Source: an optimization exercise on an open RTL-to-GDS flow (aim: small area). Production flows keep margins and buffers that such runs may drop.
Only simulation tests tie the RTL to the original design; equivalence was not proved.

==> design/flow/design.v <==
package lpg_pkg;
	typedef enum logic [1:0] {
		MODE_SOLID  = 2'd0,
		MODE_BLINK  = 2'd1,
		MODE_DOUBLE = 2'd2,
		MODE_BREATH = 2'd3
	} mode_t;
	localparam int CFG_INDEX_W = 3;
	localparam int CFG_DATA_W  = 16;
	localparam logic [CFG_INDEX_W-1:0] REG_MODE     = 3'd0;
	localparam logic [CFG_INDEX_W-1:0] REG_RED      = 3'd1;
	localparam logic [CFG_INDEX_W-1:0] REG_GREEN    = 3'd2;
	localparam logic [CFG_INDEX_W-1:0] REG_BLUE     = 3'd3;
	localparam logic [CFG_INDEX_W-1:0] REG_INTERVAL = 3'd4;
	localparam logic [15:0] BLINK_INTERVAL_RESET = 16'd500;
	localparam logic [31:0] DOUBLE_STEP_MS       = 32'd100;
	localparam logic [3:0]  DOUBLE_WRAP          = 4'd8;
	localparam logic [6:0]  RAMP_TOP             = 7'd100;
	localparam logic [6:0]  RAMP_STEP            = 7'd2;
	localparam logic [12:0] RECIP_MUL   = 13'd5243;
	localparam int          RECIP_SHIFT = 19;
	localparam int PROD_W = 15;
	typedef struct packed {
		logic [7:0] red;
		logic [7:0] green;
		logic [7:0] blue;
	} rgb_t;
	typedef struct packed {
		mode_t       mode;
		rgb_t        color;
		logic [15:0] interval;
	} cfg_t;
	typedef struct packed {
		logic s1_go;
		logic s2_free;
		logic s2_go;
	} flow_t;
	typedef struct packed {
		logic              breath;
		rgb_t              color;
		logic [PROD_W-1:0] prod_red;
		logic [PROD_W-1:0] prod_green;
		logic [PROD_W-1:0] prod_blue;
	} stage2_t;
endpackage
import lpg_pkg::*;
module lpg_cfg_regs
(
	input  logic                   clk,
	input  logic                   arst_n,
	input  logic                   cfg_we,
	input  logic [CFG_INDEX_W-1:0] cfg_index,
	input  logic [CFG_DATA_W-1:0]  cfg_wdata,
	output lpg_pkg::cfg_t                   cfg,
	output logic                   ramp_restart
);
	lpg_pkg::cfg_t cfg_q;
	always_ff @(posedge clk or negedge arst_n) begin
		if (!arst_n) begin
			cfg_q.mode     <= MODE_SOLID;
			cfg_q.color    <= '0;
			cfg_q.interval <= BLINK_INTERVAL_RESET;
		end else if (cfg_we) begin
			case (cfg_index)
				REG_MODE:     cfg_q.mode        <= lpg_pkg::mode_t'(cfg_wdata[1:0]);
				REG_RED:      cfg_q.color.red   <= cfg_wdata[7:0];
				REG_GREEN:    cfg_q.color.green <= cfg_wdata[7:0];
				REG_BLUE:     cfg_q.color.blue  <= cfg_wdata[7:0];
				REG_INTERVAL: cfg_q.interval    <= cfg_wdata;
				default: begin
				end
			endcase
		end
	end
	assign cfg = cfg_q;
	assign ramp_restart = cfg_we && (cfg_index == REG_MODE)
		&& (lpg_pkg::mode_t'(cfg_wdata[1:0]) == MODE_BREATH);
endmodule
import lpg_pkg::*;
module lpg_core
(
	input  logic        clk,
	input  logic        arst_n,
	input  lpg_pkg::cfg_t        cfg,
	input  logic        ramp_restart,
	input  lpg_pkg::flow_t       flow,
	input  logic        s1_valid,
	input  logic [31:0] s1_now,
	input  lpg_pkg::rgb_t        final_color,
	output logic        s2_valid,
	output lpg_pkg::stage2_t     s2_data
);
	logic [31:0] blink_last_q;
	logic        blink_on_q;
	logic [31:0] dbl_last_q;
	logic [3:0]  dbl_cnt_q;
	lpg_pkg::rgb_t        dbl_color_q;
	logic [6:0]  ramp_lvl_q;
	logic        ramp_fall_q;
	logic        valid_s2;
	lpg_pkg::stage2_t     data_s2;
	logic        blink_fire;
	logic        dbl_fire;
	logic [3:0]  cnt_inc;
	logic [3:0]  cnt_d;
	logic [6:0]  lvl_d;
	logic        fall_d;
	lpg_pkg::rgb_t        prev_color;
	logic        emit;
	lpg_pkg::stage2_t     data_d;
	assign blink_fire = (s1_now - blink_last_q) > {16'd0, cfg.interval};
	assign dbl_fire   = (s1_now - dbl_last_q) > DOUBLE_STEP_MS;
	assign cnt_inc    = dbl_cnt_q + 4'd1;
	assign cnt_d      = (cnt_inc >= DOUBLE_WRAP) ? 4'd0 : cnt_inc;
	assign prev_color = valid_s2 ? final_color : dbl_color_q;
	always_comb begin
		if (ramp_fall_q) begin
			lvl_d  = (ramp_lvl_q >= RAMP_STEP) ? ramp_lvl_q - RAMP_STEP : 7'd0;
			fall_d = (lvl_d != 7'd0);
		end else begin
			lvl_d  = ramp_lvl_q + RAMP_STEP;
			fall_d = 1'b0;
			if (lvl_d >= RAMP_TOP) begin
				lvl_d  = RAMP_TOP;
				fall_d = 1'b1;
			end
		end
	end
	always_comb begin
		emit              = 1'b0;
		data_d.breath     = 1'b0;
		data_d.color      = cfg.color;
		data_d.prod_red   = PROD_W'(cfg.color.red)   * PROD_W'(lvl_d);
		data_d.prod_green = PROD_W'(cfg.color.green) * PROD_W'(lvl_d);
		data_d.prod_blue  = PROD_W'(cfg.color.blue)  * PROD_W'(lvl_d);
		case (cfg.mode)
			MODE_SOLID: begin
				emit = 1'b1;
			end
			MODE_BLINK: begin
				emit = blink_fire;
				data_d.color = blink_on_q ? '0 : cfg.color;
			end
			MODE_DOUBLE: begin
				emit = dbl_fire;
				case (cnt_inc)
					4'd1, 4'd2: data_d.color = cfg.color;
					4'd3, 4'd4: data_d.color = '0;
					default:    data_d.color = prev_color;
				endcase
			end
			MODE_BREATH: begin
				emit = 1'b1;
				data_d.breath = 1'b1;
			end
			default: begin
			end
		endcase
	end
	always_ff @(posedge clk or negedge arst_n) begin
		if (!arst_n) begin
			blink_last_q <= '0;
			blink_on_q   <= 1'b0;
			dbl_last_q   <= '0;
			dbl_cnt_q    <= '0;
			dbl_color_q  <= '0;
			ramp_lvl_q   <= '0;
			ramp_fall_q  <= 1'b0;
			valid_s2     <= 1'b0;
		end else begin
			if (flow.s2_free) begin
				valid_s2 <= s1_valid && emit;
			end
			if (flow.s2_go) begin
				dbl_color_q <= final_color;
			end
			if (flow.s1_go && (cfg.mode == MODE_BLINK) && blink_fire) begin
				blink_on_q   <= !blink_on_q;
				blink_last_q <= s1_now;
			end
			if (flow.s1_go && (cfg.mode == MODE_DOUBLE) && dbl_fire) begin
				dbl_cnt_q  <= cnt_d;
				dbl_last_q <= s1_now;
			end
			if (ramp_restart) begin
				ramp_lvl_q  <= '0;
				ramp_fall_q <= 1'b0;
			end else if (flow.s1_go && (cfg.mode == MODE_BREATH)) begin
				ramp_lvl_q  <= lvl_d;
				ramp_fall_q <= fall_d;
			end
		end
	end
	always_ff @(posedge clk) begin
		if (flow.s1_go) begin
			data_s2 <= data_d;
		end
	end
	assign s2_valid = valid_s2;
	assign s2_data  = data_s2;
endmodule
import lpg_pkg::*;
module lpg_scale
(
	input  logic        clk,
	input  logic        arst_n,
	input  logic        out_free,
	input  logic        s2_valid,
	input  lpg_pkg::stage2_t     s2_data,
	output lpg_pkg::rgb_t        final_color,
	output logic        out_valid,
	output logic [23:0] out_data
);
	localparam int QW = PROD_W + $bits(RECIP_MUL);
	logic [QW-1:0] q_red;
	logic [QW-1:0] q_green;
	logic [QW-1:0] q_blue;
	logic          valid_q;
	lpg_pkg::rgb_t          color_q;
	assign q_red   = QW'(s2_data.prod_red)   * QW'(RECIP_MUL);
	assign q_green = QW'(s2_data.prod_green) * QW'(RECIP_MUL);
	assign q_blue  = QW'(s2_data.prod_blue)  * QW'(RECIP_MUL);
	always_comb begin
		if (s2_data.breath) begin
			final_color.red   = q_red[RECIP_SHIFT +: 8];
			final_color.green = q_green[RECIP_SHIFT +: 8];
			final_color.blue  = q_blue[RECIP_SHIFT +: 8];
		end else begin
			final_color = s2_data.color;
		end
	end
	always_ff @(posedge clk or negedge arst_n) begin
		if (!arst_n) begin
			valid_q <= 1'b0;
		end else if (out_free) begin
			valid_q <= s2_valid;
		end
	end
	always_ff @(posedge clk) begin
		if (out_free && s2_valid) begin
			color_q <= final_color;
		end
	end
	assign out_valid = valid_q;
	assign out_data  = {color_q.blue, color_q.green, color_q.red};
endmodule
import lpg_pkg::*;
module led_pattern_generator
(
	input  logic                   clk,
	input  logic                   arst_n,
	input  logic                   cfg_we,
	input  logic [CFG_INDEX_W-1:0] cfg_index,
	input  logic [CFG_DATA_W-1:0]  cfg_wdata,
	input  logic                   s_tvalid,
	output logic                   s_tready,
	input  logic [31:0]            s_tdata,   
	output logic                   m_tvalid,
	input  logic                   m_tready,
	output logic [23:0]            m_tdata    
);
	lpg_pkg::cfg_t        cfg;
	logic        ramp_restart;
	lpg_pkg::flow_t       flow;
	logic        valid_s1;
	logic [31:0] now_s1;
	logic        s2_valid;
	lpg_pkg::stage2_t     s2_data;
	lpg_pkg::rgb_t        final_color;
	logic        out_free;
	assign out_free     = !m_tvalid || m_tready;
	assign flow.s2_go   = s2_valid && out_free;
	assign flow.s2_free = !s2_valid || out_free;
	assign flow.s1_go   = valid_s1 && flow.s2_free;
	assign s_tready     = !valid_s1 || flow.s2_free;
	always_ff @(posedge clk or negedge arst_n) begin
		if (!arst_n) begin
			valid_s1 <= 1'b0;
		end else if (s_tready) begin
			valid_s1 <= s_tvalid;
		end
	end
	always_ff @(posedge clk) begin
		if (s_tready && s_tvalid) begin
			now_s1 <= s_tdata;
		end
	end
	lpg_cfg_regs u_cfg (
		.clk          (clk),
		.arst_n       (arst_n),
		.cfg_we       (cfg_we),
		.cfg_index    (cfg_index),
		.cfg_wdata    (cfg_wdata),
		.cfg          (cfg),
		.ramp_restart (ramp_restart)
	);
	lpg_core u_core (
		.clk          (clk),
		.arst_n       (arst_n),
		.cfg          (cfg),
		.ramp_restart (ramp_restart),
		.flow         (flow),
		.s1_valid     (valid_s1),
		.s1_now       (now_s1),
		.final_color  (final_color),
		.s2_valid     (s2_valid),
		.s2_data      (s2_data)
	);
	lpg_scale u_scale (
		.clk         (clk),
		.arst_n      (arst_n),
		.out_free    (out_free),
		.s2_valid    (s2_valid),
		.s2_data     (s2_data),
		.final_color (final_color),
		.out_valid   (m_tvalid),
		.out_data    (m_tdata)
	);
endmodule
==> design/flow/run.sh <==
#!/bin/bash
# synth_recipe.tcl (not shown) runs the flow's synth.tcl, then flattens the netlist and writes it again
# the make line also repeats each setting of config.mk as NAME=value (left out here)
make -C /OpenROAD-flow-scripts/flow DESIGN_CONFIG=/design/flow/config.mk WORK_HOME=/design/flow/orfs CLKGATE_MAP_FILE= SYNTH_SCRIPT=/design/flow/synth_recipe.tcl finish
==> design/flow/config.mk <==
export PLATFORM = sky130hd
export DESIGN_NAME = led_pattern_generator
export DESIGN_NICKNAME = led_pattern_generator
export VERILOG_FILES = /design/flow/design.v
export SDC_FILE = /design/flow/constraint.sdc
export NUM_CORES = 4
export LEC_CHECK = 0
export CAP_MARGIN = 20
export CORE_MARGIN = 2
export CORE_UTILIZATION = 40
export SLEW_MARGIN = 20
==> design/flow/constraint.sdc <==
create_clock -name core_clock -period 10.0 [get_ports {clk}]
set_input_delay 2.0000 -clock core_clock [delete_from_list [all_inputs] [get_ports {clk}]]
set_output_delay 2.0000 -clock core_clock [all_outputs]
set_load 0.01 [all_outputs]
==> flow_summary.json <==
{
  "via_per_inst": 5.02,
  "cts_resized": 0,
  "yosys_warnings": 4,
  "multi_input_area_sq_um": 20500,
  "io_pins": 82,
  "vias": 21210,
  "required_ps": 10300,
  "r2r-start": "u_core.ramp_lvl_q[1]",
  "seq_area_sq_um": 7440,
  "dieArea_sq_um": 79000,
  "cts_tree": "built",
  "worstPathArrival_ps": 7010,
  "grt_pass1_wl_mm": 116,
  "crit_slowest_cell": "o31a_1",
  "hold_ws_ps": 476,
  "ys_ff_latch": 272,
  "cts_inserted_buffers": 34,
  "fin_area_sq_um": 33800,
  "drt_iter0_drc": 1142,
  "layout-drive-gt1-share": 0.0588,
  "overflow": 0,
  "synth_top_cell_by_area": "ha_1",
  "post_cts_buffers": 0,
  "synth.top_cell.area_share": 0.196,
  "hold_viol": 0,
  "avgSynthCellArea_sq_um": 9.84,
  "insertion_delay_ps": 550,
  "drv_slew": 0,
  "critPathKind": "reg2reg",
  "syn_nets": 3947,
  "dp_hpwl_mm": 56.5,
  "gp_congestion": 0.884,
  "drc": 0,
  "cts_hold_buf": 0,
  "fmaxAchievable_mhz": 149,
  "cp-end-kind": "register",
  "max_slew.worst_pin.slew_ps": 1050,
  "area_growth_pct": 10.0,
  "synth_flop_cell": "dfrtp_1",
  "first_global_vias": 21923,
  "start_kind": "register",
  "period_needed_ps": 6710,
  "ant_nets": 0,
  "port_buffers": 81,
  "synthMuxAreaShare": 0.0442,
  "hp-class": "reg2reg",
  "met3_length_mm": 3.06,
  "ys_types": 76,
  "wire_per_inst_um": 16.5,
  "rsz0062_at_grt": "no",
  "die_h_um": 281,
  "synth-compound-area-share": 0.102,
  "setup_viol_count_final": 0,
  "critPathMaxFanout": 25,
  "synth_edf_count": 126,
  "synthAdderAreaFrac": 0.387,
  "path_buf_inv": 4,
  "clock-sinks": 272,
  "htree_num_levels": 2,
  "met1Wirelength_mm": 33.5,
  "synth-simple-area-share": 0.105,
  "status": "timing/DRC/antenna clean",
  "synth_area_sq_um": 30700,
  "design.core.area_sq_um": 75900,
  "grtUsageTotal": 0.184,
  "top_layer": "met4",
  "async_flop_share": 0.537,
  "synth_top_family_by_area": "adder cells",
  "fillerInstances": 7335,
  "syn_inst": 3118,
  "cts_buffer_depth": 3,
  "dpl.cell_count": 4165,
  "fin_cells": 4226,
  "synthTopCellsByArea": "ha_1 20%, fa_1 19%, edfxtp_1 12%",
  "num_rows": 101,
  "yosys.area_share.xor_xnor": 0.0302,
  "placed_area_sq_um": 32600,
  "worst_path_largest_cell_delay_ps": 760,
  "yosysSeqAreaShare": 0.243,
  "max-cap-violations": 0,
  "antennaDiodeCount": 0,
  "die_x_um": 281,
  "root_buffer": "clkbuf_16",
  "cp_common_cell": "inv_1",
  "cpLargestDelayFamily": "adder cells",
  "firstDrtPassIters": 5,
  "holdCritStartpoint": "u_core.dbl_color_q[8]",
  "clk_pin_slew_ps": 60,
  "finClkSkew_ps": 29.8,
  "antenna_found_initial": 0,
  "timing.critical_path.from": "u_core.ramp_lvl_q[1]",
  "start_util": 0.404,
  "fin_nets": 4000,
  "min_period_over_period": 0.671,
  "dr_wl_met2_mm": 31.6,
  "relSlewSlack": 0.288,
  "grt_start_max_net_pins": 87,
  "drt-total-wl_mm": 69.8,
  "setup_tns_ps": 0
}
[registers in the layout, indices dropped and copies added, names as in the netlist]
| name | flops |
|---|---|
| u_scale.valid_q | 1 |
| valid_s1 | 1 |
| u_core.ramp_lvl_q | 7 |
| u_core.dbl_last_q | 32 |
| u_core.data_s2 | 70 |
| u_core.valid_s2 | 1 |
| u_cfg.cfg_q | 42 |
| u_core.blink_on_q | 1 |
| u_core.blink_last_q | 32 |
| u_scale.color_q | 24 |
| u_core.dbl_color_q | 24 |
| u_core.ramp_fall_q | 1 |
| now_s1 | 32 |
| u_core.dbl_cnt_q | 4 |
[cell usage after synthesis, types with 6 or more instances]
library cell	n
ha_1	480
and3_1	15
a211o_1	7
buf_2	8
o41ai_1	8
dfstp_2	6
mux2_2	58
o211ai_1	6
mux2_4	28
xor2_1	38
clkbuf_1	61
dfrtp_1	140
nand3_1	30
nor2b_1	21
nand2_1	203
fa_1	293
and2_1	129
o21a_1	22
nor3_1	50
or3_1	12
a21o_1	50
inv_1	643
o31ai_1	8
o21ai_0	120
a2111oi_0	7
a211oi_1	19
nand2b_1	17
nor3b_1	6
nor4_1	9
a21oi_1	118
nor2_1	107
nand4_1	21
xnor2_1	68
a41oi_1	6
edfxtp_1	126
a31oi_1	20
mux2i_1	26
buf_1	9
o2111ai_1	6
o21bai_1	25
or2_2	6
[metrics by stage]
stage          setup WS [ps]  utilization
6_report                3290        0.445
5_1_grt                 2630        0.445
4_1_cts                 3290        0.445
3_5_place_dp            3290        0.430
3_3_place_gp            3410        0.430
2_1_floorplan           3930            -
[worst register-to-register path, cell delays in order (launching register included)]
cell and delay [ps]:
dfrtp_1 540, ha_1 290, nand3_1 110, xor2_1 180, nor2_1 280, o21ai_0 210, inv_1 90, o31a_1 760
and2_1 270, fa_1 420, ha_1 290, inv_1 50, fa_1 530, inv_1 60, fa_1 470, ha_1 340
inv_1 90, nor2_1 50, nor2_1 150, o21bai_1 80, a21oi_1 220, o21bai_1 90, a21oi_1 220, nor2b_1 80
o21a_1 180, o41ai_1 330, xnor2_1 100
[area by class of cell]
| type | instances | area share |
|---|---|---|
| Tap cell | 1030 | 0.0382 |
| Multi-Input combinational cell | 2121 | 0.608 |
| Timing Repair Buffer | 99 | 0.0280 |
| Clock buffer | 51 | 0.0317 |
| Clock inverter | 10 | 0.00211 |
| Inverter | 643 | 0.0714 |
| Sequential cell | 272 | 0.220 |
[path summary, 6_finish.rpt]
path,endpoint,slack (ps),cells past startpoint
worst max-delay path,u_core.data_s2[29],3290,26
max in group asynchronous,u_core.dbl_color_q[23],7050,2
worst min-delay path,u_core.dbl_color_q[8],480,2
worst min register to register,u_core.dbl_color_q[8],480,2
worst max register to register,u_core.data_s2[29],3290,26
min in group asynchronous,u_core.dbl_last_q[22],1520,1
[logic make-up after synthesis]
family	count (synthesis)
flops	272
fa+ha+maj	773
buf+inv	725
simple gates	646
mux	114
compound gates	482
xor+xnor	106
[layout by cell type, fill, tap and decap left out, drive strengths merged, types with 19 or more instances in the layout]
cell type / Yosys / layout
fa: 293 / 293
o21bai: 25 / 25
edfxtp: 126 / 126
nand4: 21 / 21
nor3: 50 / 50
o21ai: 123 / 123
nor2b: 21 / 21
a21o: 50 / 50
ha: 480 / 480
buf: 21 / 19
mux2: 88 / 88
nand3: 30 / 30
clkdlybuf4s50: 0 / 80
xnor2: 68 / 68
mux2i: 26 / 26
nor2: 108 / 108
and2: 130 / 130
dfrtp: 140 / 140
a21oi: 119 / 119
inv: 643 / 646
xor2: 38 / 38
a31oi: 20 / 20
a211oi: 20 / 20
o21a: 22 / 22
clkbuf: 61 / 51
nand2: 203 / 203
[per-layer routing]
metal,track usage,vias up
met5,0,-
met4,0.0451,0
met3,0.0264,87
met2,0.297,408
met1,0.259,10282
li1,-,10433

## separate check: timing with driven ports
The results above use ideal ports. As a check the final layout listed here was re-extracted and re-timed, cells and wires unchanged. Step 1 (the two cells are an assumption about what drives the block):
set clk [get_ports {clk}]
set_driving_cell -lib_cell sky130_fd_sc_hd__clkbuf_16 $clk
set_driving_cell -lib_cell sky130_fd_sc_hd__buf_2 [delete_from_list [all_inputs] $clk]
Step 2 adds t to the input delays and takes it off the output delays; t is the mean of the earliest and latest rising clock arrival at the registers after step 1. Input paths then give back, and output paths get back, about the clock's delay inside the block. Slacks: ideal / step 1 / step 2; pairs: ideal / step 1.
t (ns): 0.600
setup WS [ns]: 3.291 / 3.291 / 3.291
worst setup path at the end: register to register
After both steps this run still meets setup and hold. The setup slack of this run moves by 0.000 ns with the drivers and by 0.000 ns with both steps.
